This design comes from an exercise in tuning for small area on the open sky130 flow, not from production work. At most, simulation tests tie the RTL to the original design; equivalence was not proved. For run 1, only the layout was checked, not whether the RTL still works. Power is estimated from default activity; no workload was simulated.

==> flow/config.mk <==
export PLATFORM = sky130hd
export DESIGN_NAME = robotSenseTop
export DESIGN_NICKNAME = robotSenseTop
export VERILOG_FILES = /design/flow/design.v
export SDC_FILE = /design/flow/constraint.sdc
export NUM_CORES = 4
export LEC_CHECK = 0
export CAP_MARGIN = 20
export CORE_MARGIN = 2
export CORE_UTILIZATION = 40
export SLEW_MARGIN = 20
export SYNTH_HIERARCHICAL = 1
==> flow/constraint.sdc <==
create_clock -name core_clock -period 20.0 [get_ports {CLOCK_50}]
set_input_delay 4.0000 -clock core_clock [delete_from_list [all_inputs] [get_ports {CLOCK_50}]]
set_output_delay 4.0000 -clock core_clock [all_outputs]
set_load 0.01 [all_outputs]
==> flow/design.v <==
package robotSensePkg;
	typedef enum logic [2:0] {
		AXIS_PROP_LEFT,
		AXIS_PROP_RIGHT,
		AXIS_ODO_LEFT,
		AXIS_ODO_RIGHT,
		AXIS_GRIPPER,
		AXIS_RAKE_LEFT,
		AXIS_RAKE_RIGHT
	} axisIdx_t;
	typedef enum logic [3:0] {
		REG_STATUS       = 4'd0,
		REG_SPEED0       = 4'd1,
		REG_SPEED1       = 4'd2,
		REG_SPEED2       = 4'd3,
		REG_SPEED3       = 4'd4,
		REG_SPEED4       = 4'd5,
		REG_SPEED5       = 4'd6,
		REG_SPEED6       = 4'd7,
		REG_BEACON_START = 4'd8,
		REG_BEACON_END   = 4'd9,
		REG_CONFIG       = 4'd10,
		REG_WINDOW       = 4'd11
	} regAddr_t;
	typedef enum logic [1:0] {
		WAIT,
		RECEPTION,
		GLITCH
	} beaconState_t;
	typedef struct packed {
		logic phaseA;
		logic phaseB;
	} encoderPins_t;
	typedef struct packed {
		logic [16-1:0] speed;
		logic                   forward;
	} speedSample_t;
	typedef struct packed {
		logic [16-1:0] startAngle;
		logic [16-1:0] endAngle;
		logic                   turn;
	} beaconResult_t;
	typedef struct packed {
		logic left;
		logic right;
		logic gripper;
		logic rakeLeft;
		logic rakeRight;
	} limitSwitches_t;
	typedef struct packed {
		logic                   strobe;
		regAddr_t               addr;
		logic [16-1:0] data;
	} regWrite_t;
	typedef struct packed {
		logic [1:0]             intEnable;
		logic [1:0]             auxOut;
		logic [16-1:0] windowUnits;
	} robotConfig_t;
endpackage
`timescale 1ns/1ps
module encoderChannel #(
	parameter bit INVERT = 1'b0
) (
	input  logic                   CLOCK_50,
	input  logic                   reset,
	input  logic [1:0]             pins,
	input  logic                   windowEnd,
	output logic [16-1:0] speed,
	output logic                   forward
);
	logic [1:0]             sync0;
	logic [1:0]             pinsNow;
	logic [1:0]             lastPins;
	logic [1:0]             rise;
	logic [16-1:0] countA;
	logic [16-1:0] countB;
	logic [16:0]   carryA;
	logic [16:0]   carryB;
	logic [16:0]   sumCarry;
	logic [16-1:0] sumBits;
	logic [16-1:0] nextA;
	logic [16-1:0] nextB;
	assign rise = pinsNow & ~lastPins;
	assign carryA[0] = rise[1] & ~(&countA);
	assign carryB[0] = rise[0] & ~(&countB);
	for (genvar i = 0; i < 16; i++) begin : gCount
		assign carryA[i+1] = carryA[i] & countA[i];
		assign carryB[i+1] = carryB[i] & countB[i];
		if (i == 0) begin : gLow
			assign nextA[i] = windowEnd ? rise[1] : countA[i] ^ carryA[i];
			assign nextB[i] = windowEnd ? rise[0] : countB[i] ^ carryB[i];
		end else begin : gHigh
			assign nextA[i] = countA[i] ? ~(carryA[i] | windowEnd) : (carryA[i] & ~windowEnd);
			assign nextB[i] = countB[i] ? ~(carryB[i] | windowEnd) : (carryB[i] & ~windowEnd);
		end
	end
	assign sumCarry[0] = 1'b0;
	for (genvar i = 0; i < 16; i++) begin : gSum
		logic bitSum;
		assign bitSum = countA[i] ^ countB[i] ^ sumCarry[i];
		assign sumCarry[i+1] = (countA[i] & countB[i]) | (sumCarry[i] & (countA[i] ^ countB[i]));
		if (i > 0) begin : gKeep
			assign sumBits[i-1] = bitSum;
		end
	end
	assign sumBits[16-1] = sumCarry[16];
	always_ff @(posedge CLOCK_50) begin
		if (windowEnd)
			speed <= sumBits;
	end
	always_ff @(posedge CLOCK_50) begin
		lastPins <= pinsNow;
	end
	always_ff @(posedge CLOCK_50 or posedge reset) begin
		if (reset) begin
			sync0 <= '0;
			pinsNow <= '0;
			countA <= '0;
			countB <= '0;
			forward <= 1'b0;
		end else begin
			sync0 <= pins;
			pinsNow <= sync0;
			countA <= nextA;
			countB <= nextB;
			if (rise[1])
				forward <= pinsNow[0] ^ INVERT;
		end
	end
endmodule
`timescale 1ns/1ps
module speedMeter (
	input  logic                                  CLOCK_50,
	input  logic                                  reset,
	input  logic [2*7-1:0]               encoders,
	input  logic         [16-1:0]        windowUnits,
	input  logic                                  windowRestart,
	output logic [7*(16+1)-1:0] speeds,
	output logic                                  speedValid
);
	localparam logic [7-1:0] invertMask = 7'b0000110;
	logic [6:0]             unitCycle;
	logic [16-1:0] unitCount;
	logic [16-1:0] unitsEff;
	logic                   unitLast;
	logic                   windowEnd;
	assign unitsEff = {windowUnits[16-1:1], windowUnits[0] | (windowUnits == '0)};
	localparam logic [6:0] cycleLast = 100 - 1;
	assign unitLast = &(unitCycle | ~cycleLast);
	logic [16:0] borrow;
	assign borrow[0] = unitLast;
	for (genvar i = 0; i < 16; i++) begin : gCmp
		assign borrow[i+1] = (unitCount[i] & ~unitsEff[i]) | (borrow[i] & (unitCount[i] | ~unitsEff[i]));
	end
	assign windowEnd = borrow[16];
	logic                   windowClear;
	logic                   cycleClear;
	logic [7:0]             cycleCarry;
	logic [6:0]             cycleNext;
	logic [16:0]   unitCarry;
	logic [16-1:0] unitNext;
	assign windowClear = windowRestart | windowEnd;
	assign cycleClear = windowClear | unitLast;
	assign cycleCarry[0] = 1'b1;
	for (genvar i = 0; i < 7; i++) begin : gCycle
		assign cycleCarry[i+1] = cycleCarry[i] & unitCycle[i];
		assign cycleNext[i] = unitCycle[i] ? ~(cycleCarry[i] | cycleClear) : (cycleCarry[i] & ~cycleClear);
	end
	assign unitCarry[0] = unitLast;
	for (genvar i = 0; i < 16; i++) begin : gUnit
		assign unitCarry[i+1] = unitCarry[i] & unitCount[i];
		if (i == 0) begin : gLow
			assign unitNext[i] = unitCount[i] ? (~unitCarry[i] | windowClear) : (unitCarry[i] | windowClear);
		end else begin : gHigh
			assign unitNext[i] = unitCount[i] ? ~(unitCarry[i] | windowClear) : (unitCarry[i] & ~windowClear);
		end
	end
	always_ff @(posedge CLOCK_50 or posedge reset) begin
		if (reset) begin
			unitCycle <= '0;
			unitCount <= 16'(1);
			speedValid <= 1'b0;
		end else begin
			unitCycle <= cycleNext;
			unitCount <= unitNext;
			if (windowEnd)
				speedValid <= 1'b1;
		end
	end
	for (genvar i = 0; i < 7; i++) begin : gAxis
		encoderChannel #(.INVERT(invertMask[i])) channel_i (
			.CLOCK_50  (CLOCK_50),
			.reset     (reset),
			.pins      (encoders[2*i +: 2]),
			.windowEnd (windowEnd),
			.speed     (speeds[i*(16+1)+1 +: 16]),
			.forward   (speeds[i*(16+1)])
		);
	end
endmodule
`timescale 1ns/1ps
module beaconCapture (
	input  logic          CLOCK_50,
	input  logic          reset,
	input  logic          sign,
	input  logic          sync,
	input  logic          turretTick,
	output robotSensePkg::beaconResult_t beacon,
	output logic          beaconValid
);
	localparam int holdWidth = $clog2(20);
	logic [2:0]             sync0;
	logic [2:0]             inNow;
	logic [1:0]             lastEdge;
	logic                   signNow;
	logic                   syncRise;
	logic                   tickRise;
	logic [16-1:0] angle;
	logic [16-1:0] pendStart;
	logic [16-1:0] pendEnd;
	logic [holdWidth-1:0]   holdCount;
	logic                   holdDone;
	logic                   inReception;
	logic                   inGlitch;
	assign signNow = inNow[2];
	assign syncRise = inNow[1] & ~lastEdge[1];
	assign tickRise = inNow[0] & ~lastEdge[0];
	assign holdDone = tickRise && (holdCount == holdWidth'(20 - 1));
	logic [16:0]   angleCarry;
	logic [16-1:0] angleNext;
	logic [holdWidth:0]     holdCarry;
	logic [holdWidth-1:0]   holdNext;
	assign angleCarry[0] = tickRise;
	for (genvar i = 0; i < 16; i++) begin : gAngle
		assign angleCarry[i+1] = angleCarry[i] & angle[i];
		assign angleNext[i] = angle[i] ? ~(angleCarry[i] | syncRise) : (angleCarry[i] & ~syncRise);
	end
	assign holdCarry[0] = tickRise;
	for (genvar i = 0; i < holdWidth; i++) begin : gHold
		assign holdCarry[i+1] = holdCarry[i] & holdCount[i];
		assign holdNext[i] = holdCount[i] ? ~holdCarry[i] & inGlitch : holdCarry[i] & inGlitch;
	end
	always_ff @(posedge CLOCK_50 or posedge reset) begin
		if (reset) begin
			sync0 <= '0;
			inNow <= '0;
			angle <= '0;
			inReception <= 1'b0;
			inGlitch <= 1'b0;
			beacon.turn <= 1'b0;
			beaconValid <= 1'b0;
		end else begin
			sync0 <= {sign, sync, turretTick};
			inNow <= sync0;
			angle <= angleNext;
			inReception <= signNow;
			inGlitch <= ~signNow & (inReception | (inGlitch & ~holdDone));
			if (inGlitch && !signNow && holdDone)
				beaconValid <= 1'b1;
			if (syncRise)
				beacon.turn <= ~beacon.turn;
		end
	end
	always_ff @(posedge CLOCK_50) begin
		if (inGlitch && !signNow && holdDone) begin
			beacon.startAngle <= pendStart;
			beacon.endAngle <= pendEnd;
		end
	end
	always_ff @(posedge CLOCK_50) begin
		lastEdge <= inNow[1:0];
		holdCount <= holdNext;
		if (!inReception && !inGlitch)
			pendStart <= angle;
		if (inReception)
			pendEnd <= angle;
	end
endmodule
`timescale 1ns/1ps
module sensorRegs (
	input  logic                           CLOCK_50,
	input  logic                           reset,
	input  robotSensePkg::regWrite_t                      regWrite,
	input  robotSensePkg::regAddr_t                       regReadAddr,
	input  logic [7*(16+1)-1:0]      speeds,
	input  logic                           speedValid,
	input  robotSensePkg::beaconResult_t                  beacon,
	input  logic                           beaconValid,
	input  robotSensePkg::limitSwitches_t                 limits,
	input  logic                           startCord,
	input  logic         [1:0]             keys,
	input  logic                           id,
	output logic         [16-1:0] regReadData,
	output robotSensePkg::robotConfig_t                   robotConfig,
	output logic                           windowRestart,
	output logic                           int1,
	output logic                           int2
);
	logic [8:0]             sync0;
	logic [8:0]             pinsNow;
	robotSensePkg::limitSwitches_t         limitsSync;
	logic                   startSync;
	logic                   idSync;
	logic [1:0]             keysSync;
	logic [16-1:0] statusWord;
	logic [16-1:0] readWord;
	always_ff @(posedge CLOCK_50 or posedge reset) begin
		if (reset) begin
			sync0 <= '0;
			pinsNow <= '0;
		end else begin
			sync0 <= {keys, startCord, id, limits};
			pinsNow <= sync0;
		end
	end
	assign limitsSync = robotSensePkg::limitSwitches_t'(pinsNow[4:0]);
	assign idSync = pinsNow[5];
	assign startSync = pinsNow[6];
	assign keysSync = pinsNow[8:7];
	always_ff @(posedge CLOCK_50 or posedge reset) begin
		if (reset) begin
			robotConfig.intEnable <= '0;
			robotConfig.auxOut <= '0;
			robotConfig.windowUnits <= 16'(5000);
			windowRestart <= 1'b0;
		end else begin
			windowRestart <= regWrite.strobe && regWrite.addr == robotSensePkg::REG_WINDOW;
			if (regWrite.strobe && regWrite.addr == robotSensePkg::REG_CONFIG) begin
				robotConfig.intEnable <= regWrite.data[1:0];
				robotConfig.auxOut <= regWrite.data[5:4];
			end
			if (regWrite.strobe && regWrite.addr == robotSensePkg::REG_WINDOW)
				robotConfig.windowUnits <= regWrite.data;
		end
	end
	assign int1 = robotConfig.intEnable[0] ? keysSync[0] : 1'b1;
	assign int2 = robotConfig.intEnable[1] ? keysSync[1] : 1'b1;
	assign statusWord = {
		beacon.turn, 1'b0, startSync,
		limitsSync.rakeRight, limitsSync.rakeLeft, limitsSync.gripper,
		limitsSync.right, limitsSync.left,
		speeds[int'(robotSensePkg::AXIS_ODO_RIGHT)*(16+1)], speeds[int'(robotSensePkg::AXIS_ODO_LEFT)*(16+1)],
		speeds[int'(robotSensePkg::AXIS_GRIPPER)*(16+1)],
		speeds[int'(robotSensePkg::AXIS_RAKE_RIGHT)*(16+1)], speeds[int'(robotSensePkg::AXIS_RAKE_LEFT)*(16+1)],
		speeds[int'(robotSensePkg::AXIS_PROP_RIGHT)*(16+1)], speeds[int'(robotSensePkg::AXIS_PROP_LEFT)*(16+1)],
		idSync
	};
	logic [15:0] readSel;
	assign readSel = 16'(1) << regReadAddr;
	always_comb begin
		readWord = {16{readSel[robotSensePkg::REG_STATUS]}} & statusWord;
		for (int a = 0; a < 7; a++) begin
			readWord |= {16{readSel[int'(robotSensePkg::REG_SPEED0) + a] & speedValid}}
				& speeds[a*(16+1)+1 +: 16];
		end
		readWord |= {16{readSel[robotSensePkg::REG_BEACON_START] & beaconValid}} & beacon.startAngle;
		readWord |= {16{readSel[robotSensePkg::REG_BEACON_END] & beaconValid}} & beacon.endAngle;
		readWord |= {16{readSel[robotSensePkg::REG_CONFIG]}}
			& {10'b0, robotConfig.auxOut, 2'b0, robotConfig.intEnable};
		readWord |= {16{readSel[robotSensePkg::REG_WINDOW]}} & robotConfig.windowUnits;
	end
	always_ff @(posedge CLOCK_50 or posedge reset) begin
		if (reset)
			regReadData <= '0;
		else
			regReadData <= readWord;
	end
endmodule
`timescale 1ns/1ps
module robotSenseTop (
	input  logic                     CLOCK_50,
	input  logic                     reset,
	input  logic [2*7-1:0] encoders,
	input  logic                     beaconSign,
	input  logic                     beaconSync,
	input  logic                     turretA,
	input  logic [4:0]               limits,
	input  logic                     startCord,
	input  logic [1:0]               keys,
	input  logic                     id,
	input  logic [20:0]              regWrite,
	input  logic [3:0]               regReadAddr,
	output logic [16-1:0]   regReadData,
	output logic                     int1,
	output logic                     int2,
	output logic [1:0]               auxOut
);
	logic [7*(16+1)-1:0]        speeds;
	robotSensePkg::beaconResult_t                  beacon;
	robotSensePkg::robotConfig_t                   robotConfig;
	logic                           windowRestart;
	logic                           speedValid;
	logic                           beaconValid;
	assign auxOut = robotConfig.auxOut;
	speedMeter speedMeter_i (
		.CLOCK_50      (CLOCK_50),
		.reset         (reset),
		.encoders      (encoders),
		.windowUnits   (robotConfig.windowUnits),
		.windowRestart (windowRestart),
		.speeds        (speeds),
		.speedValid    (speedValid)
	);
	beaconCapture beaconCapture_i (
		.CLOCK_50   (CLOCK_50),
		.reset      (reset),
		.sign       (beaconSign),
		.sync       (beaconSync),
		.turretTick (turretA),
		.beacon     (beacon),
		.beaconValid (beaconValid)
	);
	sensorRegs sensorRegs_i (
		.CLOCK_50      (CLOCK_50),
		.reset         (reset),
		.regWrite      (regWrite),
		.regReadAddr   (robotSensePkg::regAddr_t'(regReadAddr)),
		.speeds        (speeds),
		.speedValid    (speedValid),
		.beacon        (beacon),
		.beaconValid   (beaconValid),
		.limits        (limits),
		.startCord     (startCord),
		.keys          (keys),
		.id            (id),
		.regReadData   (regReadData),
		.robotConfig   (robotConfig),
		.windowRestart (windowRestart),
		.int1          (int1),
		.int2          (int2)
	);
endmodule
==> flow/flow/run.sh <==
#!/bin/bash
# Standard ORFS layout with three changes: an area-oriented ABC mapping script,
# a clock tree without dummy loads and with larger sink clusters, and the
# smallest buffer on each port.
set -euo pipefail
W=$(pwd)
rm -rf "$W/scripts_own"
cp -r "$FLOW_HOME/scripts" "$W/scripts_own"
cp "$W/flow/abc_area.script" "$W/scripts_own/abc_speed.script"
bash "$W/standard.sh" \
	SCRIPTS_DIR="$W/scripts_own" \
	"CTS_ARGS=-sink_clustering_enable -repair_clock_nets -dont_use_dummy_load -sink_clustering_size 16 -sink_clustering_max_diameter 80 -buf_list {sky130_fd_sc_hd__clkbuf_8 sky130_fd_sc_hd__clkbuf_16} -sink_clustering_buffer sky130_fd_sc_hd__clkbuf_8" \
	"BUFFER_PORTS_ARGS=-buffer_cell sky130_fd_sc_hd__buf_1" \
	finish > "$W/standard.log" 2>&1
==> flow/flow/abc_area.script <==
strash
dc2
dch
amap
==> flow/standard.sh <==
#!/bin/bash
# synth_recipe.tcl (not shown) runs the flow's synth.tcl, then flattens the netlist and writes it again
# the make line also repeats each setting of config.mk as NAME=value (left out here)
make -C /OpenROAD-flow-scripts/flow DESIGN_CONFIG=/design/flow/config.mk WORK_HOME=/design/flow/orfs CLKGATE_MAP_FILE= SYNTH_SCRIPT=/design/flow/synth_recipe.tcl "${@:-finish}"
==> results of run 1 <==
==> cell families after synthesis <==
family | count (synthesis)
DFF | 561
and+or+nand+nor | 679
buffers and inverters | 232
adders and majority gates | 123
AOI/OAI and AO/OA | 329
==> per-stage QoR <==
step / util (%) / setup slack (ns) / instance area, um2 / total power [uW]
after floorplan: - / 3.600 / 23540 / 1732
after global placement: 43.18 / 12.55 / 25010 / 1908
after detailed placement: 43.19 / 12.50 / 25010 / 1932
after CTS: 44.26 / 12.46 / 25630 / 2494
after global routing: 44.31 / 12.17 / 25660 / 2611
final: 44.31 / 12.50 / 25660 / 2463
==> cells in the final DEF (no fill, tap or decap), types with 4 or more instances in the layout <==
cell type	synthesis	routed
a211oi_1	82	82
a21oi_1	66	66
a221oi_1	29	29
a222oi_1	17	17
a22o_1	21	21
a22oi_1	18	18
a41oi_1	7	7
and2_0	26	26
and3_1	30	30
buf_1	0	72
buf_4	0	23
clkbuf_16	0	5
clkbuf_8	0	36
clkinv_1	232	231
dfrtp_1	358	358
dfstp_2	6	6
dfxtp_1	21	21
edfxtp_1	176	176
fa_1	105	105
ha_1	18	18
nand2_1	106	106
nand3_1	12	12
nand4_1	55	55
nor2_1	259	257
nor2b_1	14	14
nor3_1	133	126
nor3_2	0	6
nor3b_1	15	15
nor4_1	9	9
o211a_1	5	5
o21ai_0	50	50
o22a_1	8	8
o31ai_1	5	5
or2_0	9	9
or3_1	4	4
==> layer usage <==
metal	track usage, %	vias to the layer above
met2	28.87	376
met3	2.865	80
met1	26.47	7585
met5	0	-
li1	-	7081
met4	6.308	2
==> worst max-delay path, delay by kind of cell (launching register included) <==
family | cells | cell delay (ns)
adder cells (fa/ha/maj) | 15 | 6.48
buffers and inverters | 4 | 0.30
flip-flops | 1 | 0.41
AND/OR/NAND/NOR | 1 | 0.20
==> power groups by stage <==
stage               clock, uW  sequential [uW]  combinational (uW)
CTS                       585             1480                 428
floorplan                   0             1470                 266
finish                    559             1480                 424
global route              626             1500                 484
global placement            0             1500                 410
detailed placement          0             1500                 428
==> modules after synthesis (local to each module, per instance), a selection <==
module,cells inside,area [um2],copies in the design,flip-flops and latches
speedMeter,143,1196,1,24
beaconCapture,167,3102,1,97
sensorRegs,236,2589,1,55
==> final timing paths <==
check / endpoint / cells past startpoint / startpoint
min in group asynchronous: beaconCapture_i.sync0[1] / 3 / reset
hold / removal: speedMeter_i.gAxis[5].channel_i.pinsNow[1] / 0 / speedMeter_i.gAxis[5].channel_i.sync0[1]
hold reg to reg: speedMeter_i.gAxis[5].channel_i.pinsNow[1] / 0 / speedMeter_i.gAxis[5].channel_i.sync0[1]
max in group asynchronous: sensorRegs_i.pinsNow[0] / 4 / reset
setup reg to reg: speedMeter_i.gAxis[2].channel_i.speed[14] / 20 / speedMeter_i.gAxis[2].channel_i.countB[0]
setup / recovery: speedMeter_i.gAxis[2].channel_i.speed[14] / 20 / speedMeter_i.gAxis[2].channel_i.countB[0]
==> layout make-up <==
| class | count | area [um2] | area share [%] |
|---|---|---|---|
| repair buffers | 97 | 490.5 | 1.911 |
| well taps | 765 | 957.2 | 3.730 |
| inverters | 232 | 870.8 | 3.393 |
| multi-input cells | 1131 | 7903 | 30.79 |
| clock buffers | 41 | 620.6 | 2.418 |
| flip-flops and latches | 561 | 14820 | 57.75 |
==> sequential cells by signal (all words and copies together), names as in the netlist, 9 cells and up <==
register	flops
speedMeter_i.gAxis.channel_i.countA	112
speedMeter_i.gAxis.channel_i.countB	112
speedMeter_i.gAxis.channel_i.speed	112
beaconCapture_i.beacon	33
sensorRegs_i.robotConfig	20
beaconCapture_i.angle	16
beaconCapture_i.pendEnd	16
beaconCapture_i.pendStart	16
sensorRegs_i.regReadData	16
speedMeter_i.unitCount	16
speedMeter_i.gAxis.channel_i.lastPins	14
speedMeter_i.gAxis.channel_i.pinsNow	14
speedMeter_i.gAxis.channel_i.sync0	14
sensorRegs_i.pinsNow	9
sensorRegs_i.sync0	9
==> flow_summary_export.csv, run 1 <==
group,metric,value,unit
route,drc,0,
worst_setup_path,startpoint_type,"flop",
sta,post-route-period-util,37.50,%
grt,grt_max_degree,166,
floorplanning,std_cell_rows,88,
cells_and_area,diodes,0,
place,gp_congestion,0.8893,
job,cap_violations,0,
worst_setup_path,max_stage_delay,0.47,ns
clock_tree,cts_made_buffers,41,
floorplanning,io_pins,73,
route,vias_per_cell,5.350,
grt,grt_pass1_wl,86.60,mm
sta,relSlewSlack,28.87,%
sta,finalMaxSlewViolations,0,
power_and_ir_drop,combPwrFrac,17.2,%
place,placed_cells,2785,
synthesis,ys_types,44,
route,wl_per_cell,19.30,um
sta,finClkSkew,0.04358,ns
sta,hold-worst-slack,0.3067,ns
power_and_ir_drop,power_frac_seq,60.1,%
cells_and_area,fin_nets,2240,
route,wl,54.55,mm
route,wl_met1,24.80,mm
synthesis,synthFlopType,"dfrtp_1",
clock_tree,clockRootBuffer,"clkbuf_16",
grt,grt_overflow_total,0,
grt,grt_usage,18.51,%
synthesis,synth_compound_area_share,9.925,%
route,ant_nets,0,
place,io_buffers,72,
sta,worst_slew_pin_slew,1.067,ns
sta,rsz0062_at_grt,"false",
sta,finalSetupTns,0,ns
floorplanning,start_util,40.64,%
sta,min_period,7.500,ns
clock_tree,cts_resized,0,
power_and_ir_drop,ir_drop,0.05788,mV
worst_setup_path,worstPathCellList,"and2_0, fa_1, fa_1, fa_1, fa_1, fa_1, fa_1, fa_1, fa_1, fa_1, fa_1, fa_1, fa_1, clkinv_1, fa_1, clkinv_1, fa_1, clkinv_1, fa_1, clkinv_1",
route,met2_length,24.84,mm
synthesis,syn-num-nets,2100,
cells_and_area,fin_cells,2827,
synthesis,yosysMostFrequentCell,"dfrtp_1",
route,route.vias.total,15124,
synthesis,ys_warn_count,11,
place,detailedPlacementHpwl,39.51,mm
synthesis,syn_area_per_cell,12.23,um2
sta,hold_violations,0,
synthesis,synth-simple-area-share,13.52,%
route,drtIter0Drc,1356,
synthesis,synthTopCellsByCount,"358 x dfrtp_1, 259 x nor2_1, 232 x clkinv_1",
synthesis,synth_top_area_share,38.06,%
grt,antenna_found_initial,1,
route,wl_met3,3.241,mm
worst_setup_path,crit_path_end_kind,"flop",
synthesis,yosys-top-cells-area,"dfrtp_1 38%, edfxtp_1 22%, fa_1 8.9%",
clock_tree,clkTransAtPathRegs,0.11,ns
synthesis,synth_seq_cells,561,
grt,grt_pass1_vias,15018,
synthesis,syn_inst,1924,
min_path,hold_class,"flop to flop",
worst_setup_path,cp_slowest_cell,"fa_1",
route,highest_layer,"met5",
clock_tree,cts_sinks,561,
synthesis,synth_xor_xnor_area_share,0,%
sta,fmaxAchievable,133.3,MHz
floorplanning,die_h,246.6,um
clock_tree,worstSkewPairLatency,0.56,ns
synthesis,synth_top_area_cell,"dfrtp_1",
power_and_ir_drop,p_int,1740,uW
power_and_ir_drop,p_sw_share,29.37,%
worst_setup_path,rrSetupSlack,12.50,ns
clock_tree,postCtsSetupBuffers,0,
route,firstDrtPassIters,7,
floorplanning,die-area,60800,um2
clock_tree,h-tree-depth,2,
run_status,status,"timing/DRC/antenna clean",
synthesis,synthAdderAreaFrac,9.887,%
sta,setup_violations,0,
power_and_ir_drop,power.leakage,0.009848,uW
clock_tree,cts_tree,"done",
worst_setup_path,cp_data_arrival_time,7.92,ns
clock_tree,clk_path_buf_depth,3,
floorplanning,core,57920,um2
floorplanning,die_x,246.6,um
synthesis,synthMuxAreaShare,0,%
cells_and_area,syn_to_final_growth,9.032,%
power_and_ir_drop,power_density,95.97,nW/um2
cells_and_area,drive_gt1_share,4.025,%
worst_setup_path,crit_type,"flop to flop",
worst_setup_path,required,20.42,ns
clock_tree,cts_hold_buf,0,
synthesis,synth_top_family_by_area,"simple AND/OR/NAND/NOR gates",
synthesis,async_reset_ff_share,64.88,%
worst_setup_path,cp_max_fo,3,
cells_and_area,final.fill_count,5290,
power_and_ir_drop,p_sw,723.3,uW
worst_setup_path,crit_top_cell,"fa_1",
power_and_ir_drop,clkPwrFrac,22.7,%
synthesis,synth_edf_count,176,
synthesis,yosysSeqAreaShare,62.97,%
synthesis,netlist_area,23540,um2
==> inputs of run 2 (changes only) <==
--- a/flow/design.v
+++ b/flow/design.v
@@ -146,8 +146,8 @@
 	logic                   unitLast;
 	logic                   windowEnd;
 	assign unitsEff = {windowUnits[16-1:1], windowUnits[0] | (windowUnits == '0)};
-	localparam logic [6:0] cycleLast = 100 - 1;
-	assign unitLast = &(unitCycle | ~cycleLast);
+	localparam logic [6:0] cycleLast = 7'b1001011;
+	assign unitLast = (unitCycle == cycleLast);
 	logic [16:0] borrow;
 	assign borrow[0] = unitLast;
 	for (genvar i = 0; i < 16; i++) begin : gCmp
@@ -156,17 +156,12 @@
 	assign windowEnd = borrow[16];
 	logic                   windowClear;
 	logic                   cycleClear;
-	logic [7:0]             cycleCarry;
 	logic [6:0]             cycleNext;
 	logic [16:0]   unitCarry;
 	logic [16-1:0] unitNext;
 	assign windowClear = windowRestart | windowEnd;
 	assign cycleClear = windowClear | unitLast;
-	assign cycleCarry[0] = 1'b1;
-	for (genvar i = 0; i < 7; i++) begin : gCycle
-		assign cycleCarry[i+1] = cycleCarry[i] & unitCycle[i];
-		assign cycleNext[i] = unitCycle[i] ? ~(cycleCarry[i] | cycleClear) : (cycleCarry[i] & ~cycleClear);
-	end
+	assign cycleNext = cycleClear ? 7'd0 : {unitCycle[5:0], ~(unitCycle[6] ^ unitCycle[5])};
 	assign unitCarry[0] = unitLast;
 	for (genvar i = 0; i < 16; i++) begin : gUnit
 		assign unitCarry[i+1] = unitCarry[i] & unitCount[i];
@@ -347,15 +342,18 @@
 		idSync
 	};
 	logic [15:0] readSel;
-	assign readSel = 16'(1) << regReadAddr;
+	logic        readHidden;
+	assign readHidden = (regReadAddr >= robotSensePkg::REG_SPEED0 && regReadAddr <= robotSensePkg::REG_SPEED6 && !speedValid)
+		|| ((regReadAddr == robotSensePkg::REG_BEACON_START || regReadAddr == robotSensePkg::REG_BEACON_END) && !beaconValid);
+	assign readSel = readHidden ? 16'd0 : 16'(1) << regReadAddr;
 	always_comb begin
 		readWord = {16{readSel[robotSensePkg::REG_STATUS]}} & statusWord;
 		for (int a = 0; a < 7; a++) begin
-			readWord |= {16{readSel[int'(robotSensePkg::REG_SPEED0) + a] & speedValid}}
+			readWord |= {16{readSel[int'(robotSensePkg::REG_SPEED0) + a]}}
 				& speeds[a*(16+1)+1 +: 16];
 		end
-		readWord |= {16{readSel[robotSensePkg::REG_BEACON_START] & beaconValid}} & beacon.startAngle;
-		readWord |= {16{readSel[robotSensePkg::REG_BEACON_END] & beaconValid}} & beacon.endAngle;
+		readWord |= {16{readSel[robotSensePkg::REG_BEACON_START]}} & beacon.startAngle;
+		readWord |= {16{readSel[robotSensePkg::REG_BEACON_END]}} & beacon.endAngle;
 		readWord |= {16{readSel[robotSensePkg::REG_CONFIG]}}
 			& {10'b0, robotConfig.auxOut, 2'b0, robotConfig.intEnable};
 		readWord |= {16{readSel[robotSensePkg::REG_WINDOW]}} & robotConfig.windowUnits;
--- a/flow/config.mk
+++ b/flow/config.mk
@@ -5,8 +5,8 @@
 export SDC_FILE = /design/flow/constraint.sdc
 export NUM_CORES = 4
 export LEC_CHECK = 0
-export CAP_MARGIN = 20
+export CAP_MARGIN = 5
 export CORE_MARGIN = 2
-export CORE_UTILIZATION = 40
-export SLEW_MARGIN = 20
+export CORE_UTILIZATION = 60
+export SLEW_MARGIN = 5
 export SYNTH_HIERARCHICAL = 1
==> flow_summary_export.csv, run 2 <==
group,metric,value,unit
run_status,status,"timing/DRC/antenna clean",
cells_and_area,seqCellArea,14820,um2
place,detailedPlacementHpwl,37.46,mm
synthesis,ys_types,40,
worst_setup_path,r2r_cells,20,
sta,hold_violations,0,
clock_tree,h-tree-depth,2,
floorplanning,core,38560,um2
place,preCtsSetupSlack,12.51,ns
synthesis,ys_warn_count,11,
clock_tree,postCtsSetupBuffers,0,
synthesis,syn_inst,1877,
synthesis,synth_seq_cells,561,
synthesis,syn_area_per_cell,12.45,um2
worst_setup_path,cp_slowest_cell,"fa_1",
worst_setup_path,max_stage_delay,0.47,ns
power_and_ir_drop,power_frac_seq,60.7,%
synthesis,synth_top_area_share,38.34,%
power_and_ir_drop,total_power,2446,uW
min_path,hold_class,"flop to flop",
clock_tree,cts_resized,0,
sta,finalMaxSlewViolations,0,
worst_setup_path,crit_path_end_kind,"flop",
cells_and_area,final.fill_count,3070,
sta,worst_slew_pin_slew,0.9768,ns
worst_setup_path,crit_buf_inv,4,
synthesis,yosysMostFrequentCell,"dfrtp_1",
route,firstDrtPassIters,8,
sta,hold-worst-slack,0.3476,ns
place,gp_congestion,0.8875,
power_and_ir_drop,p_sw,708.3,uW
clock_tree,worstSkewPairLatency,0.55,ns
synthesis,synth_top_area_cell,"dfrtp_1",
worst_setup_path,cp_max_fo,3,
route,drc,0,
sta,rsz0062_at_grt,"false",
sta,finalSetupTns,0,ns
clock_tree,cts_hold_buf,0,
cells_and_area,syn_to_final_growth,7.700,%
cells_and_area,top_regs,"speedMeter_i.gAxis.channel_i.countA: 112 flops, speedMeter_i.gAxis.channel_i.countB: 112 flops, speedMeter_i.gAxis.channel_i.speed: 112 flops",
sta,setup_slack,12.52,ns
route,ant_nets,0,
job,cap_violations,0,
sta,setup_violations,0,
worst_setup_path,r2r_start,"speedMeter_i.gAxis[2].channel_i.countB[0]",
worst_setup_path,r2r-end,"speedMeter_i.gAxis[2].channel_i.speed[14]",
clock_tree,cts_tree,"done",
min_path,min_path_cells,0,
worst_setup_path,worstPathCellList,"and2_0, fa_1, fa_1, fa_1, fa_1, fa_1, fa_1, fa_1, fa_1, fa_1, fa_1, fa_1, fa_1, clkinv_1, fa_1, clkinv_1, fa_1, clkinv_1, fa_1, clkinv_1",
worst_setup_path,cp_data_arrival_time,7.89,ns
worst_setup_path,required,20.41,ns
synthesis,syn-num-nets,2053,
floorplanning,die-area,40540,um2
floorplanning,die_h,201.3,um
cells_and_area,layout_commonest_cell,"dfrtp_1",
min_path,hold_end,"sensorRegs_i.pinsNow[2]",
power_and_ir_drop,ir_drop,0.06482,mV
grt,grt_max_degree,70,
synthesis,synthFlopType,"dfrtp_1",
power_and_ir_drop,clkPwrFrac,22.7,%
clock_tree,clk_path_buf_depth,3,
floorplanning,std_cell_rows,72,
route,wl,51.77,mm
cells_and_area,drive_gt1_share,4.111,%
synthesis,async_reset_ff_share,64.88,%
route,wl_per_cell,20.41,um
clock_tree,cts_sinks,561,
route,drtIter0Drc,1376,
power_and_ir_drop,combPwrFrac,16.6,%
worst_setup_path,cpLargestDelayFamily,"adder cells",
cells_and_area,fin_nets,2197,
grt,grt_pass1_wl,82.69,mm
floorplanning,die_x,201.3,um
worst_setup_path,crit_top_cell,"fa_1",
synthesis,netlist_area,23370,um2
sta,finClkSkew,0.05923,ns
route,route.vias.total,14900,
grt,antenna_found_initial,1,
power_and_ir_drop,power_density,97.19,nW/um2
sta,post-route-period-util,37.38,%
cells_and_area,utilization,65.27,%
worst_setup_path,rrSetupSlack,12.52,ns
min_path,worstHoldStart,"sensorRegs_i.sync0[2]",
synthesis,synthTopCellsByCount,"358 x dfrtp_1, 244 x nor2_1, 223 x clkinv_1",
cells_and_area,layout_common_cells,"358 x dfrtp_1, 244 x nor2_1, 222 x clkinv_1",
synthesis,yosysSeqAreaShare,63.43,%
clock_tree,clockRootBuffer,"clkbuf_16",
power_and_ir_drop,p_int,1738,uW
grt,grt_usage,26.67,%
worst_setup_path,crit_type,"flop to flop",
worst_setup_path,startpoint_type,"flop",
cells_and_area,diodes,0,
clock_tree,cts_made_buffers,41,
floorplanning,io_pins,73,
synthesis,synth_edf_count,176,
sta,fmaxAchievable,133.7,MHz
power_and_ir_drop,power.leakage,0.009801,uW
route,vias_per_cell,5.873,
sta,relSlewSlack,34.48,%
synthesis,yosys-top-cells-area,"dfrtp_1 38%, edfxtp_1 23%, fa_1 9.0%",
cells_and_area,multi_input_area,7751,um2
clock_tree,clkTransAtPathRegs,0.10,ns
power_and_ir_drop,p_sw_share,28.96,%
floorplanning,start_util,60.60,%
sta,min_period,7.477,ns
grt,grt_pass1_vias,14485,
grt,grt_overflow_total,0,
place,io_buffers,72,
-- run 2: Yosys stat by module (local to each module, per instance), excerpt --
module,times used,cells,area (um2),flip-flops and latches
beaconCapture,1,167,3102,97
sensorRegs,1,204,2467,55
speedMeter,1,136,1162,24
-- run 2: how the worst max path moves through the flow --
stage,start,to,slack (ns),depth (start not counted)
2_1_floorplan,speedMeter_i.unitCycle[3],speedMeter_i.gAxis[0].channel_i.countB[0],0.66,30
3_3_place_gp,speedMeter_i.gAxis[1].channel_i.countB[0],speedMeter_i.gAxis[1].channel_i.speed[14],12.56,20
3_5_place_dp,speedMeter_i.gAxis[1].channel_i.countB[0],speedMeter_i.gAxis[1].channel_i.speed[14],12.51,20
4_1_cts,speedMeter_i.gAxis[2].channel_i.countB[0],speedMeter_i.gAxis[2].channel_i.speed[14],12.47,20
5_1_grt,speedMeter_i.gAxis[2].channel_i.countB[0],speedMeter_i.gAxis[2].channel_i.speed[14],12.21,20
6_report,speedMeter_i.gAxis[2].channel_i.countB[0],speedMeter_i.gAxis[2].channel_i.speed[14],12.52,20
-- run 2: routing by layer --
layer  wire (um)  share of wire (%)  global-route usage (%)
met1       23590                 46                   41.31
met4        1066                2.1                   6.224
met3        3676                7.1                   5.345
met5           0                  0                       0
met2       23440                 45                   39.54
-- run 2: cell families after synthesis --
kind of cell | after synthesis | synth area share, %
AOI/OAI and AO/OA | 321 | 9.900
adders and majority gates | 123 | 9.959
buffers and inverters | 223 | 3.582
DFF | 561 | 63.43
and+or+nand+nor | 649 | 13.13
-- run 2: stage by stage --
stage / area, um2 / cells
floorplan: 23370 / 1877
global placement: 24550 / 2496
detailed placement: 24550 / 2496
CTS: 25170 / 2537
global route: 25170 / 2537
finish: 25170 / 2537
-- run 2: layout make-up --
cell class	instances	share of cell area, %
sequential	561	58.89
multi-input combinational	1093	30.80
inverter	223	3.326
tap	518	2.575
clock buffer	41	2.466
timing repair buffer	101	1.939
-- run 2: power by group through the flow --
stage / Clock [uW] / Sequential, uW / Combinational (uW)
after floorplan: 0 / 1470 / 265
after global placement: 0 / 1500 / 396
after detailed placement: 0 / 1510 / 412
after CTS: 576 / 1480 / 415
after global routing: 619 / 1510 / 470
final: 555 / 1480 / 407
==> inputs of run 3 (changes only) <==
--- a/flow/config.mk
+++ b/flow/config.mk
@@ -5,8 +5,8 @@
 export SDC_FILE = /design/flow/constraint.sdc
 export NUM_CORES = 4
 export LEC_CHECK = 0
-export CAP_MARGIN = 5
+export CAP_MARGIN = 20
 export CORE_MARGIN = 2
-export CORE_UTILIZATION = 60
-export SLEW_MARGIN = 5
+export CORE_UTILIZATION = 40
+export SLEW_MARGIN = 20
 export SYNTH_HIERARCHICAL = 1
==> flow_summary_export.csv, run 3 <==
group,metric,value,unit
synthesis,yosys-top-cells-area,"dfrtp_1 38%, edfxtp_1 23%, fa_1 9.0%",
clock_tree,cts_hold_buf,0,
route,drc,0,
power_and_ir_drop,total_power,2493,uW
synthesis,synth_edf_count,176,
floorplanning,die_x,245.7,um
grt,grt_pass1_vias,14981,
floorplanning,die-area,60370,um2
synthesis,ys_warn_count,11,
synthesis,ys_types,40,
synthesis,synth_top_area_share,38.34,%
cells_and_area,finalInstanceArea,25470,um2
grt,grt_overflow_total,0,
worst_setup_path,cp_max_fo,3,
place,gp_congestion,0.8767,
sta,finalSetupTns,0,ns
cells_and_area,drive_gt1_share,4.113,%
clock_tree,cts_made_buffers,41,
clock_tree,cts_tree,"done",
synthesis,synth_seq_cells,561,
sta,relSlewSlack,32.85,%
worst_setup_path,worstPathCellList,"and2_0, fa_1, fa_1, fa_1, fa_1, fa_1, fa_1, fa_1, fa_1, fa_1, fa_1, fa_1, fa_1, clkinv_1, fa_1, clkinv_1, fa_1, clkinv_1, fa_1, clkinv_1",
worst_setup_path,r2r_cells,20,
synthesis,async_reset_ff_share,64.88,%
route,route.vias.total,14998,
sta,rsz0062_at_grt,"false",
worst_setup_path,cp_data_arrival_time,7.91,ns
clock_tree,clkTransAtPathRegs,0.10,ns
route,vias_per_cell,5.389,
sta,setup_violations,0,
worst_setup_path,crit_path_end_kind,"flop",
route,firstDrtPassIters,7,
clock_tree,clk_path_buf_depth,3,
worst_setup_path,crit_top_cell,"fa_1",
cells_and_area,fin_nets,2196,
sta,worst_slew_pin_slew,1.007,ns
grt,grt_pass1_wl,86.86,mm
clock_tree,clockRootBuffer,"clkbuf_16",
clock_tree,worstSkewPairLatency,0.56,ns
floorplanning,std_cell_rows,88,
route,wl_per_cell,19.69,um
cells_and_area,layout_commonest_cell,"dfrtp_1",
route,drtIter0Drc,1301,
place,detailedPlacementHpwl,39.65,mm
min_path,hold_class,"flop to flop",
sta,finClkSkew,0.05954,ns
cells_and_area,final.fill_count,5343,
cells_and_area,top_regs,"speedMeter_i.gAxis.channel_i.countA: 112 flops, speedMeter_i.gAxis.channel_i.countB: 112 flops, speedMeter_i.gAxis.channel_i.speed: 112 flops",
power_and_ir_drop,ir_drop,0.07493,mV
power_and_ir_drop,power_density,97.85,nW/um2
run_status,status,"timing/DRC/antenna clean",
clock_tree,cts_sinks,561,
cells_and_area,layout_common_cells,"358 x dfrtp_1, 244 x nor2_1, 221 x clkinv_1",
worst_setup_path,cp_slowest_cell,"fa_1",
sta,hold-worst-slack,0.3176,ns
cells_and_area,syn_to_final_growth,9.017,%
sta,finalMaxSlewViolations,0,
place,placed_cells,2742,
clock_tree,cts_resized,0,
grt,grt_usage,18.71,%
place,placed_cell_area,24850,um2
clock_tree,postCtsSetupBuffers,0,
synthesis,synthFlopType,"dfrtp_1",
cells_and_area,diodes,0,
synthesis,synth_top_area_cell,"dfrtp_1",
worst_setup_path,startpoint_type,"flop",
floorplanning,die_h,245.7,um
floorplanning,io_pins,73,
worst_setup_path,rrSetupSlack,12.52,ns
worst_setup_path,crit_type,"flop to flop",
min_path,min_path_cells,0,
synthesis,syn_area_per_cell,12.45,um2
route,ant_nets,0,
clock_tree,h-tree-depth,2,
sta,post-route-period-util,37.39,%
place,io_buffers,72,
route,wl,54.79,mm
synthesis,netlist_area,23370,um2
sta,hold_violations,0,
power_and_ir_drop,power.leakage,0.009798,uW
synthesis,yosysSeqAreaShare,63.43,%
floorplanning,start_util,40.50,%
synthesis,syn-num-nets,2053,
sta,min_period,7.478,ns
synthesis,synthTopCellsByCount,"358 x dfrtp_1, 244 x nor2_1, 223 x clkinv_1",
synthesis,yosysMostFrequentCell,"dfrtp_1",
synthesis,syn_inst,1877,
floorplanning,core,57700,um2
grt,grt_max_degree,174,
cells_and_area,fin_cells,2783,
worst_setup_path,max_stage_delay,0.47,ns
sta,fmaxAchievable,133.7,MHz
grt,antenna_found_initial,2,
job,cap_violations,0,
worst_setup_path,required,20.43,ns
## run 3: path summary, 6_finish.rpt
path	startpoint	to
hold reg to reg	beaconCapture_i.sync0[2]	beaconCapture_i.inNow[2]
setup reg to reg	speedMeter_i.gAxis[1].channel_i.countB[0]	speedMeter_i.gAxis[1].channel_i.speed[14]
min in group asynchronous	reset	sensorRegs_i.regReadData[3]
max in group asynchronous	reset	sensorRegs_i.regReadData[1]
hold / removal	beaconCapture_i.sync0[2]	beaconCapture_i.inNow[2]
setup / recovery	speedMeter_i.gAxis[1].channel_i.countB[0]	speedMeter_i.gAxis[1].channel_i.speed[14]
## run 3: cell families after synthesis
| family | share of synthesized area, % |
|---|---|
| and+or+nand+nor | 13.13 |
| AOI/OAI and AO/OA | 9.900 |
| DFF | 63.43 |
| buffers and inverters | 3.582 |
| adders and majority gates | 9.959 |
## run 3: final cells by class
type	count	area [um2]	share of cell area [%]
clock buffer	41	620.6	2.436
multi-input combinational	1093	7745	30.40
timing repair buffer	100	493.0	1.935
tap	765	957.2	3.757
sequential	561	14820	58.18
inverter	223	837.1	3.286
## run 3: critical path: cells and delay by family (launching register included)
kind | cells | cell delay, ns
adders and majority gates | 15 | 6.49
DFF | 1 | 0.41
buffers and inverters | 4 | 0.28
and+or+nand+nor | 1 | 0.18
## run 3: metrics by stage
stage | utilization (%) | setup WS, ns
after CTS | 44.15 | 12.45
after detailed placement | 43.08 | 12.46
after global placement | 43.08 | 12.51
after global routing | 44.15 | 12.16
after floorplan | - | 0.6554
final | 44.15 | 12.52
## run 3: power by group
group	switching, uW	internal (uW)	total [uW]
registers	141	1340	1480
clock network	352	209	561
logic	248	200	447
## run 3: Yosys stat by module (local to each module, per instance), excerpt
module         cell area (um2)  times used
speedMeter                1162           1
sensorRegs                2467           1
beaconCapture             3102           1
## run 3: layer usage
layer / wire [um] / share of wire [%] / GRT usage (%)
met1: 24660 / 45 / 26.94
met2: 25620 / 47 / 29.42
met3: 3067 / 5.6 / 2.717
met4: 1422 / 2.6 / 5.740
met5: 13 / 0.024 / 0
==> inputs of run 4 (changes only) <==
--- a/flow/design.v
+++ b/flow/design.v
@@ -66,6 +66,7 @@
 	input  logic                   reset,
 	input  logic [1:0]             pins,
 	input  logic                   windowEnd,
+	input  logic                   countClear,
 	output logic [16-1:0] speed,
 	output logic                   forward
 );
@@ -88,11 +89,11 @@
 		assign carryA[i+1] = carryA[i] & countA[i];
 		assign carryB[i+1] = carryB[i] & countB[i];
 		if (i == 0) begin : gLow
-			assign nextA[i] = windowEnd ? rise[1] : countA[i] ^ carryA[i];
-			assign nextB[i] = windowEnd ? rise[0] : countB[i] ^ carryB[i];
+			assign nextA[i] = countClear ? rise[1] : countA[i] ^ carryA[i];
+			assign nextB[i] = countClear ? rise[0] : countB[i] ^ carryB[i];
 		end else begin : gHigh
-			assign nextA[i] = countA[i] ? ~(carryA[i] | windowEnd) : (carryA[i] & ~windowEnd);
-			assign nextB[i] = countB[i] ? ~(carryB[i] | windowEnd) : (carryB[i] & ~windowEnd);
+			assign nextA[i] = countA[i] ? ~(carryA[i] | countClear) : (carryA[i] & ~countClear);
+			assign nextB[i] = countB[i] ? ~(carryB[i] | countClear) : (carryB[i] & ~countClear);
 		end
 	end
 	assign sumCarry[0] = 1'b0;
@@ -112,18 +113,18 @@
 	always_ff @(posedge CLOCK_50) begin
 		lastPins <= pinsNow;
 	end
+	always_ff @(posedge CLOCK_50) begin
+		countA <= nextA;
+		countB <= nextB;
+	end
 	always_ff @(posedge CLOCK_50 or posedge reset) begin
 		if (reset) begin
 			sync0 <= '0;
 			pinsNow <= '0;
-			countA <= '0;
-			countB <= '0;
 			forward <= 1'b0;
 		end else begin
 			sync0 <= pins;
 			pinsNow <= sync0;
-			countA <= nextA;
-			countB <= nextB;
 			if (rise[1])
 				forward <= pinsNow[0] ^ INVERT;
 		end
@@ -137,7 +138,8 @@
 	input  logic         [16-1:0]        windowUnits,
 	input  logic                                  windowRestart,
 	output logic [7*(16+1)-1:0] speeds,
-	output logic                                  speedValid
+	output logic                                  speedValid,
+	output logic                                  started
 );
 	localparam logic [7-1:0] invertMask = 7'b0000110;
 	logic [6:0]             unitCycle;
@@ -153,15 +155,15 @@
 	for (genvar i = 0; i < 16; i++) begin : gCmp
 		assign borrow[i+1] = (unitCount[i] & ~unitsEff[i]) | (borrow[i] & (unitCount[i] | ~unitsEff[i]));
 	end
-	assign windowEnd = borrow[16];
+	assign windowEnd = borrow[16] & started;
 	logic                   windowClear;
 	logic                   cycleClear;
 	logic [6:0]             cycleNext;
 	logic [16:0]   unitCarry;
 	logic [16-1:0] unitNext;
-	assign windowClear = windowRestart | windowEnd;
+	assign windowClear = windowRestart | windowEnd | ~started;
 	assign cycleClear = windowClear | unitLast;
-	assign cycleNext = cycleClear ? 7'd0 : {unitCycle[5:0], ~(unitCycle[6] ^ unitCycle[5])};
+	assign cycleNext = !started ? 7'd1 : cycleClear ? 7'd0 : {unitCycle[5:0], ~(unitCycle[6] ^ unitCycle[5])};
 	assign unitCarry[0] = unitLast;
 	for (genvar i = 0; i < 16; i++) begin : gUnit
 		assign unitCarry[i+1] = unitCarry[i] & unitCount[i];
@@ -171,24 +173,29 @@
 			assign unitNext[i] = unitCount[i] ? ~(unitCarry[i] | windowClear) : (unitCarry[i] & ~windowClear);
 		end
 	end
+	always_ff @(posedge CLOCK_50) begin
+		unitCycle <= cycleNext;
+		unitCount <= unitNext;
+	end
 	always_ff @(posedge CLOCK_50 or posedge reset) begin
 		if (reset) begin
-			unitCycle <= '0;
-			unitCount <= 16'(1);
 			speedValid <= 1'b0;
+			started <= 1'b0;
 		end else begin
-			unitCycle <= cycleNext;
-			unitCount <= unitNext;
+			started <= 1'b1;
 			if (windowEnd)
 				speedValid <= 1'b1;
 		end
 	end
+	logic windowClearCounts;
+	assign windowClearCounts = windowEnd | ~started;
 	for (genvar i = 0; i < 7; i++) begin : gAxis
 		encoderChannel #(.INVERT(invertMask[i])) channel_i (
 			.CLOCK_50  (CLOCK_50),
 			.reset     (reset),
 			.pins      (encoders[2*i +: 2]),
 			.windowEnd (windowEnd),
+			.countClear (windowClearCounts),
 			.speed     (speeds[i*(16+1)+1 +: 16]),
 			.forward   (speeds[i*(16+1)])
 		);
@@ -201,6 +208,7 @@
 	input  logic          sign,
 	input  logic          sync,
 	input  logic          turretTick,
+	input  logic          started,
 	output robotSensePkg::beaconResult_t beacon,
 	output logic          beaconValid
 );
@@ -226,10 +234,12 @@
 	logic [16-1:0] angleNext;
 	logic [holdWidth:0]     holdCarry;
 	logic [holdWidth-1:0]   holdNext;
+	logic                   angleClear;
+	assign angleClear = syncRise | ~started;
 	assign angleCarry[0] = tickRise;
 	for (genvar i = 0; i < 16; i++) begin : gAngle
 		assign angleCarry[i+1] = angleCarry[i] & angle[i];
-		assign angleNext[i] = angle[i] ? ~(angleCarry[i] | syncRise) : (angleCarry[i] & ~syncRise);
+		assign angleNext[i] = angle[i] ? ~(angleCarry[i] | angleClear) : (angleCarry[i] & ~angleClear);
 	end
 	assign holdCarry[0] = tickRise;
 	for (genvar i = 0; i < holdWidth; i++) begin : gHold
@@ -240,7 +250,6 @@
 		if (reset) begin
 			sync0 <= '0;
 			inNow <= '0;
-			angle <= '0;
 			inReception <= 1'b0;
 			inGlitch <= 1'b0;
 			beacon.turn <= 1'b0;
@@ -248,7 +257,6 @@
 		end else begin
 			sync0 <= {sign, sync, turretTick};
 			inNow <= sync0;
-			angle <= angleNext;
 			inReception <= signNow;
 			inGlitch <= ~signNow & (inReception | (inGlitch & ~holdDone));
 			if (inGlitch && !signNow && holdDone)
@@ -264,6 +272,7 @@
 		end
 	end
 	always_ff @(posedge CLOCK_50) begin
+		angle <= angleNext;
 		lastEdge <= inNow[1:0];
 		holdCount <= holdNext;
 		if (!inReception && !inGlitch)
@@ -390,6 +399,7 @@
 	logic                           windowRestart;
 	logic                           speedValid;
 	logic                           beaconValid;
+	logic                           started;
 	assign auxOut = robotConfig.auxOut;
 	speedMeter speedMeter_i (
 		.CLOCK_50      (CLOCK_50),
@@ -398,7 +408,8 @@
 		.windowUnits   (robotConfig.windowUnits),
 		.windowRestart (windowRestart),
 		.speeds        (speeds),
-		.speedValid    (speedValid)
+		.speedValid    (speedValid),
+		.started       (started)
 	);
 	beaconCapture beaconCapture_i (
 		.CLOCK_50   (CLOCK_50),
@@ -406,6 +417,7 @@
 		.sign       (beaconSign),
 		.sync       (beaconSync),
 		.turretTick (turretA),
+		.started    (started),
 		.beacon     (beacon),
 		.beaconValid (beaconValid)
 	);
==> flow/flow/run.sh (replaced) <==
#!/bin/bash
# Standard ORFS layout with three changes: an area-oriented ABC mapping script,
# a clock tree without dummy loads and with larger sink clusters, and the
# smallest buffer on each port.
set -euo pipefail
W=$(pwd)
rm -rf "$W/scripts_own"
cp -r "$FLOW_HOME/scripts" "$W/scripts_own"
cp "$W/flow/abc_area.script" "$W/scripts_own/abc_speed.script"
bash "$W/standard.sh" \
	SCRIPTS_DIR="$W/scripts_own" \
	"CTS_ARGS=-sink_clustering_enable -repair_clock_nets -dont_use_dummy_load -sink_clustering_size 18 -sink_clustering_max_diameter 60 -buf_list {sky130_fd_sc_hd__clkbuf_8 sky130_fd_sc_hd__clkbuf_16} -sink_clustering_buffer sky130_fd_sc_hd__clkbuf_8" \
	"BUFFER_PORTS_ARGS=-buffer_cell sky130_fd_sc_hd__buf_1" \
	finish > "$W/standard.log" 2>&1
==> flow_summary_export.csv, run 4 <==
group,metric,value,unit
run_status,status,"timing/DRC/antenna clean",
power_and_ir_drop,ir_drop,0.04440,mV
synthesis,ys_warn_count,11,
grt,grt_max_degree,97,
sta,relSlewSlack,28.40,%
clock_tree,postCtsSetupBuffers,0,
clock_tree,h-tree-depth,2,
floorplanning,io_pins,73,
synthesis,yosys-top-cells-area,"dfxtp_1 26%, edfxtp_1 24%, dfrtp_1 11%",
grt,antenna_found_initial,0,
sta,hold_violations,0,
synthesis,synth_xor_xnor_area_share,0,%
cells_and_area,finalInstanceArea,24080,um2
worst_setup_path,required,20.40,ns
cells_and_area,final.fill_count,5056,
synthesis,synth_top_area_share,25.73,%
place,gp_congestion,0.8544,
route,drtIter0Drc,1246,
sta,post-route-period-util,37.06,%
grt,grt_pass1_vias,14038,
clock_tree,worstSkewPairLatency,0.58,ns
route,wl_per_cell,18.67,um
synthesis,yosysSeqAreaShare,61.24,%
clock_tree,cts_resized,0,
place,preCtsSetupSlack,12.55,ns
clock_tree,clk_path_buf_depth,3,
synthesis,yosysMostFrequentCell,"dfxtp_1",
clock_tree,clkTransAtPathRegs,0.10,ns
worst_setup_path,crit_type,"flop to flop",
clock_tree,cts_made_buffers,43,
cells_and_area,utilization,43.87,%
route,ant_nets,0,
cells_and_area,fin_nets,2199,
sta,finalSetupTns,0,ns
grt,grt_overflow_total,0,
cells_and_area,layout_common_cells,"284 x dfxtp_1, 239 x nor2_1, 214 x clkinv_1",
sta,rsz0062_at_grt,"false",
route,wl_met1,22.95,mm
cells_and_area,drive_gt1_share,3.810,%
sta,min_period,7.412,ns
min_path,hold_class,"flop to flop",
route,firstDrtPassIters,6,
cells_and_area,layout_commonest_cell,"dfxtp_1",
sta,setup_violations,0,
worst_setup_path,cp_max_fo,3,
synthesis,synth_top_area_cell,"dfxtp_1",
job,cap_violations,0,
min_path,worstHoldStart,"beaconCapture_i.sync0[2]",
clock_tree,cts_sinks,562,
synthesis,synthFlopType,"dfxtp_1",
route,highest_layer,"met4",
clock_tree,clockRootBuffer,"clkbuf_16",
route,vias_per_cell,5.359,
cells_and_area,top_regs,"speedMeter_i.gAxis.channel_i.countA: 112 flops, speedMeter_i.gAxis.channel_i.countB: 112 flops, speedMeter_i.gAxis.channel_i.speed: 112 flops",
synthesis,async_reset_ff_share,18.15,%
synthesis,synth-simple-area-share,14.54,%
sta,finClkSkew,0.1024,ns
floorplanning,std_cell_rows,86,
worst_setup_path,r2r-end,"speedMeter_i.gAxis[2].channel_i.speed[14]",
clock_tree,cts_hold_buf,0,
clock_tree,cts_tree,"done",
synthesis,synth_compound_area_share,10.02,%
synthesis,synth_edf_count,176,
synthesis,synthMuxAreaShare,0,%
synthesis,synthAdderAreaFrac,10.53,%
cells_and_area,syn_to_final_growth,8.970,%
sta,setup_slack,12.59,ns
floorplanning,die_x,239.0,um
sta,fmaxAchievable,134.9,MHz
grt,grt_usage,18.13,%
worst_setup_path,r2r_start,"speedMeter_i.gAxis[2].channel_i.countA[0]",
worst_setup_path,r2r_cells,20,
synthesis,synthTopCellsByCount,"284 x dfxtp_1, 242 x nor2_1, 215 x clkinv_1",
worst_setup_path,cp_data_arrival_time,7.81,ns
synthesis,ys_types,42,
synthesis,syn_inst,1888,
worst_setup_path,crit_path_end_kind,"flop",
place,io_buffers,72,
place,detailedPlacementHpwl,37.51,mm
place,placed_cell_area,23420,um2
floorplanning,die_h,239.0,um
sta,finalMaxSlewViolations,0,
sta,worst_slew_pin_slew,1.074,ns
synthesis,synth_seq_cells,562,
cells_and_area,diodes,0,
min_path,hold_end,"beaconCapture_i.inNow[2]",
worst_setup_path,startpoint_type,"flop",
synthesis,syn-num-nets,2064,
floorplanning,core,54880,um2
route,wl,50.88,mm
route,drc,0,
floorplanning,die-area,57130,um2
route,wl_met3,3.071,mm
worst_setup_path,rrSetupSlack,12.59,ns
route,route.vias.total,14602,
min_path,min_path_cells,0,
grt,grt_pass1_wl,79.85,mm
power_and_ir_drop,power_density,78.96,nW/um2
floorplanning,start_util,40.26,%
synthesis,syn_area_per_cell,11.70,um2
power_and_ir_drop,power.leakage,0.008402,uW
synthesis,netlist_area,22090,um2
synthesis,synth_top_family_by_area,"simple AND/OR/NAND/NOR gates",
route,met2_length,23.55,mm
-- run 4: cell count changes after synthesis, moves of 9 or more --
cell	previous run	this run
nor3b_1	25	11
nor3_1	108	145
nand2_1	108	99
dfrtp_1	358	97
a211oi_1	89	71
dfxtp_1	21	284
-- run 4: per-layer routing --
metal / up-vias / GRT usage (%)
li1: 6983 / -
met1: 7156 / 25.62
met2: 396 / 29.05
met3: 67 / 2.460
met4: 0 / 5.663
met5: - / 0
-- run 4: where the power goes --
| part | internal (uW) | switching (uW) |
|---|---|---|
| combinational | 34.8 | 57.9 |
| clock | 217 | 347 |
| sequential | 1210 | 35.4 |
-- run 4: worst max path at each step --
| stage | start | to | slack, ns |
|---|---|---|---|
| 4_1_cts | speedMeter_i.gAxis[2].channel_i.countA[0] | speedMeter_i.gAxis[2].channel_i.speed[14] | 12.53 |
| 2_1_floorplan | speedMeter_i.unitCycle[0] | speedMeter_i.gAxis[0].channel_i.speed[0] | 11.72 |
| 6_report | speedMeter_i.gAxis[2].channel_i.countA[0] | speedMeter_i.gAxis[2].channel_i.speed[14] | 12.59 |
| 3_5_place_dp | speedMeter_i.gAxis[2].channel_i.countA[0] | speedMeter_i.gAxis[2].channel_i.speed[14] | 12.55 |
| 5_1_grt | speedMeter_i.gAxis[2].channel_i.countA[0] | speedMeter_i.gAxis[2].channel_i.speed[14] | 12.29 |
| 3_3_place_gp | speedMeter_i.gAxis[2].channel_i.countA[0] | speedMeter_i.gAxis[2].channel_i.speed[14] | 12.64 |
-- run 4: kinds of logic (layout without fill, tap and decap cells) --
| group | count (synthesis) | count (layout) |
|---|---|---|
| AND/OR/NAND/NOR | 678 | 678 |
| flip-flops | 562 | 562 |
| AO/OA/AOI/OAI | 309 | 309 |
| buffers and inverters | 215 | 348 |
| adder cells (fa/ha/maj) | 123 | 123 |
| other | 1 | 1 |
-- run 4: modules after synthesis (local to each module, per instance), a selection --
| module | cells | flip-flops and latches | copies in the design |
|---|---|---|---|
| sensorRegs | 204 | 55 | 1 |
| speedMeter | 140 | 25 | 1 |
| beaconCapture | 168 | 97 | 1 |
-- run 4: metrics by stage --
step           hold slack [ns]  power, uW  std cells
3_5_place_dp            0.3347       1363       2682
2_1_floorplan           0.3312       1309       1888
3_3_place_gp            0.3311       1360       2682
4_1_cts                 0.2954       1928       2725
6_report                0.2947       1901       2725
5_1_grt                 0.2901       1979       2725
-- run 4: layout make-up --
cell class	count	area (um2)	share of cell area, %
sequential	562	13530	56.19
multi-input combinational	1111	7805	32.42
inverter	215	807.0	3.352
tap	704	880.8	3.659
timing repair buffer	90	405.4	1.684
clock buffer	43	648.1	2.692
-- run 4: critical path, stage by stage, from the launching register on --
cell and delay [ns]:
dfxtp_1 0.33, nor2b_1 0.15, fa_1 0.44, fa_1 0.46, fa_1 0.47, fa_1 0.47, fa_1 0.47, fa_1 0.47
fa_1 0.49, fa_1 0.48, fa_1 0.46, fa_1 0.46, fa_1 0.46, fa_1 0.43, clkinv_1 0.07, fa_1 0.17
clkinv_1 0.08, fa_1 0.42, clkinv_1 0.07, fa_1 0.38, clkinv_1 0.06
==> inputs of run 5 (changes only) <==
==> flow/flow/run.sh (replaced) <==
#!/bin/bash
# Standard ORFS layout with three changes: an area-oriented ABC mapping script,
# a clock tree without dummy loads and with larger sink clusters, and the
# smallest buffer on each port.
set -euo pipefail
W=$(pwd)
rm -rf "$W/scripts_own"
cp -r "$FLOW_HOME/scripts" "$W/scripts_own"
cp "$W/flow/abc_area.script" "$W/scripts_own/abc_speed.script"
bash "$W/standard.sh" \
	SCRIPTS_DIR="$W/scripts_own" \
	"CTS_ARGS=-sink_clustering_enable -repair_clock_nets -dont_use_dummy_load -sink_clustering_size 34 -sink_clustering_max_diameter 50 -buf_list {sky130_fd_sc_hd__clkbuf_8 sky130_fd_sc_hd__clkbuf_16} -root_buf sky130_fd_sc_hd__clkbuf_8 -sink_clustering_buffer sky130_fd_sc_hd__clkbuf_16" \
	"BUFFER_PORTS_ARGS=-buffer_cell sky130_fd_sc_hd__buf_1" \
	finish > "$W/standard.log" 2>&1
==> flow_summary_export.csv, run 5 <==
group,metric,value,unit
worst_setup_path,required,20.53,ns
route,ant_nets,0,
sta,fmaxAchievable,135.0,MHz
route,wl_met1,23.26,mm
route,met2_length,23.77,mm
floorplanning,start_util,40.26,%
synthesis,synthFlopType,"dfxtp_1",
grt,grt_pass1_vias,14101,
sta,min_period,7.405,ns
synthesis,ys_types,42,
clock_tree,postCtsSetupBuffers,0,
route,vias_per_cell,5.344,
synthesis,synth_top_area_share,25.73,%
place,placed_cells,2682,
sta,rsz0062_at_grt,"false",
worst_setup_path,cp_slowest_cell,"fa_1",
synthesis,syn_area_per_cell,11.70,um2
grt,grt_overflow_total,0,
clock_tree,cts_resized,0,
cells_and_area,final.fill_count,5002,
synthesis,syn_inst,1888,
clock_tree,cts_tree,"done",
clock_tree,clk_path_buf_depth,3,
route,wl,51.15,mm
sta,finalMaxSlewViolations,0,
worst_setup_path,cp_data_arrival_time,7.93,ns
power_and_ir_drop,power.leakage,0.008682,uW
floorplanning,io_pins,73,
floorplanning,die_x,239.0,um
min_path,hold_class,"flop to flop",
grt,grt_pass1_wl,79.98,mm
job,cap_violations,0,
floorplanning,die-area,57130,um2
worst_setup_path,cp_max_fo,3,
clock_tree,clockRootBuffer,"clkbuf_8",
synthesis,synth_top_area_cell,"dfxtp_1",
synthesis,yosysMostFrequentCell,"dfxtp_1",
synthesis,synth_seq_cells,562,
worst_setup_path,cpLargestDelayFamily,"adder cells",
run_status,status,"timing/DRC/antenna clean",
grt,grt_max_degree,97,
grt,antenna_found_initial,1,
cells_and_area,top_regs,"speedMeter_i.gAxis.channel_i.countA: 112 flops, speedMeter_i.gAxis.channel_i.countB: 112 flops, speedMeter_i.gAxis.channel_i.speed: 112 flops",
floorplanning,core,54880,um2
route,wl_per_cell,18.70,um
route,wl_met3,2.826,mm
route,route.vias.total,14616,
power_and_ir_drop,power_density,87.03,nW/um2
synthesis,synth_compound_area_share,10.02,%
cells_and_area,layout_common_cells,"284 x dfxtp_1, 239 x nor2_1, 214 x clkinv_1",
cells_and_area,utilization,44.96,%
synthesis,synth-simple-area-share,14.54,%
synthesis,synthMuxAreaShare,0,%
sta,hold_violations,0,
cells_and_area,fin_nets,2208,
cells_and_area,fin_cells,2735,
clock_tree,clkTransAtPathRegs,0.06,ns
route,drtIter0Drc,1295,
sta,finClkSkew,0.09634,ns
worst_setup_path,max_stage_delay,0.49,ns
worst_setup_path,crit_top_cell,"fa_1",
worst_setup_path,crit_path_end_kind,"flop",
synthesis,synthAdderAreaFrac,10.53,%
place,io_buffers,72,
route,drc,0,
grt,grt_usage,18.17,%
sta,worst_slew_pin_slew,1.069,ns
place,detailedPlacementHpwl,37.51,mm
synthesis,synth_xor_xnor_area_share,0,%
clock_tree,cts_made_buffers,52,
route,firstDrtPassIters,7,
-- run 5: modules after synthesis (local to each module, per instance), a selection --
module         flip-flops and latches  area, um2  cells  times used
beaconCapture                      97       3028    168           1
sensorRegs                         55       2467    204           1
speedMeter                         25       1074    140           1
-- run 5: worst register-to-register path: cells and delay by family (launching register included) --
family | cells | cell delay [ns]
buffers and inverters | 4 | 0.28
AND/OR/NAND/NOR | 1 | 0.15
adder cells (fa/ha/maj) | 15 | 6.54
flip-flops | 1 | 0.32
-- run 5: metrics by stage --
stage / setup WS [ns] / hold slack, ns / power [uW] / instance area [um2]
2_1_floorplan: 11.72 / 0.3312 / 1309 / 22090
3_3_place_gp: 12.64 / 0.3311 / 1360 / 23420
3_5_place_dp: 12.55 / 0.3347 / 1363 / 23420
4_1_cts: 12.54 / 0.3093 / 2169 / 24660
5_1_grt: 12.30 / 0.3216 / 2225 / 24670
6_report: 12.60 / 0.3064 / 2147 / 24670
-- run 5: cell families (layout without fill, tap and decap cells) --
family                   after synthesis  after routing
AO/OA/AOI/OAI                        309            309
adder cells (fa/ha/maj)              123            123
buffers and inverters                215            357
flip-flops                           562            562
other                                  1              2
AND/OR/NAND/NOR                      678            678
-- run 5: power by group --
group / switching [uW] / internal (uW)
clock: 382 / 426
combinational: 58.2 / 34.8
sequential: 35.5 / 1210
-- run 5: path summary, 6_finish.rpt --
kind	from	to	slack (ns)	cells after the start
setup reg to reg	speedMeter_i.gAxis[2].channel_i.countA[0]	speedMeter_i.gAxis[2].channel_i.speed[14]	12.60	20
setup / recovery	speedMeter_i.gAxis[2].channel_i.countA[0]	speedMeter_i.gAxis[2].channel_i.speed[14]	12.60	20
min in group asynchronous	reset	speedMeter_i.started	3.37	3
hold reg to reg	speedMeter_i.gAxis[1].channel_i.sync0[1]	speedMeter_i.gAxis[1].channel_i.pinsNow[1]	0.31	0
hold / removal	speedMeter_i.gAxis[1].channel_i.sync0[1]	speedMeter_i.gAxis[1].channel_i.pinsNow[1]	0.31	0
max in group asynchronous	reset	sensorRegs_i.regReadData[11]	15.70	4
-- run 5: cell type report --
type                    instances  area, um2  area share [%]
flip-flops and latches        562      13530           54.83
multi-input cells            1111       7805           31.63
clock buffers                  52       1245           5.045
well taps                     704      880.8           3.570
inverters                     215      807.0           3.271
repair buffers                 90      405.4           1.643
diodes                          1      2.502         0.01014
-- run 5: metal layers --
| metal | vias to the layer above | track usage (%) |
|---|---|---|
| met5 | - | 0 |
| met4 | 0 | 5.606 |
| met3 | 72 | 2.517 |
| met2 | 353 | 29.06 |
| met1 | 7178 | 25.69 |
| li1 | 7013 | - |

[static timing again, ports no longer ideal]
Ports are ideal in the flow. The routed layouts listed here were re-timed in OpenROAD.
Step 1: set_driving_cell puts a clkbuf_16 on CLOCK_50 and a buf_2 on each other input, an assumption about the parent block.
Step 2 moves the port delays by t, midway between the first and last clock arrival at a register: inputs arrive t later, outputs are due t later. That takes back most of the time a late clock gives input paths.
Three values: ideal, step 1, step 2; two values: the first two.
run	shift t [ns]	slack for setup (ns)	slew at the worst register clock pin (ns)
run 1	0.597	12.500 / 12.500 / 12.500	0.11 / 0.11
run 2	0.580	12.523 / 12.523 / 12.523	0.11 / 0.11
run 3	0.593	12.522 / 12.522 / 12.522	0.11 / 0.11
run 4	0.585	12.588 / 12.588 / 12.588	0.11 / 0.11
run 5	0.740	12.595 / 12.595 / 12.595	0.09 / 0.09
After both steps setup and hold are still met in every run listed.
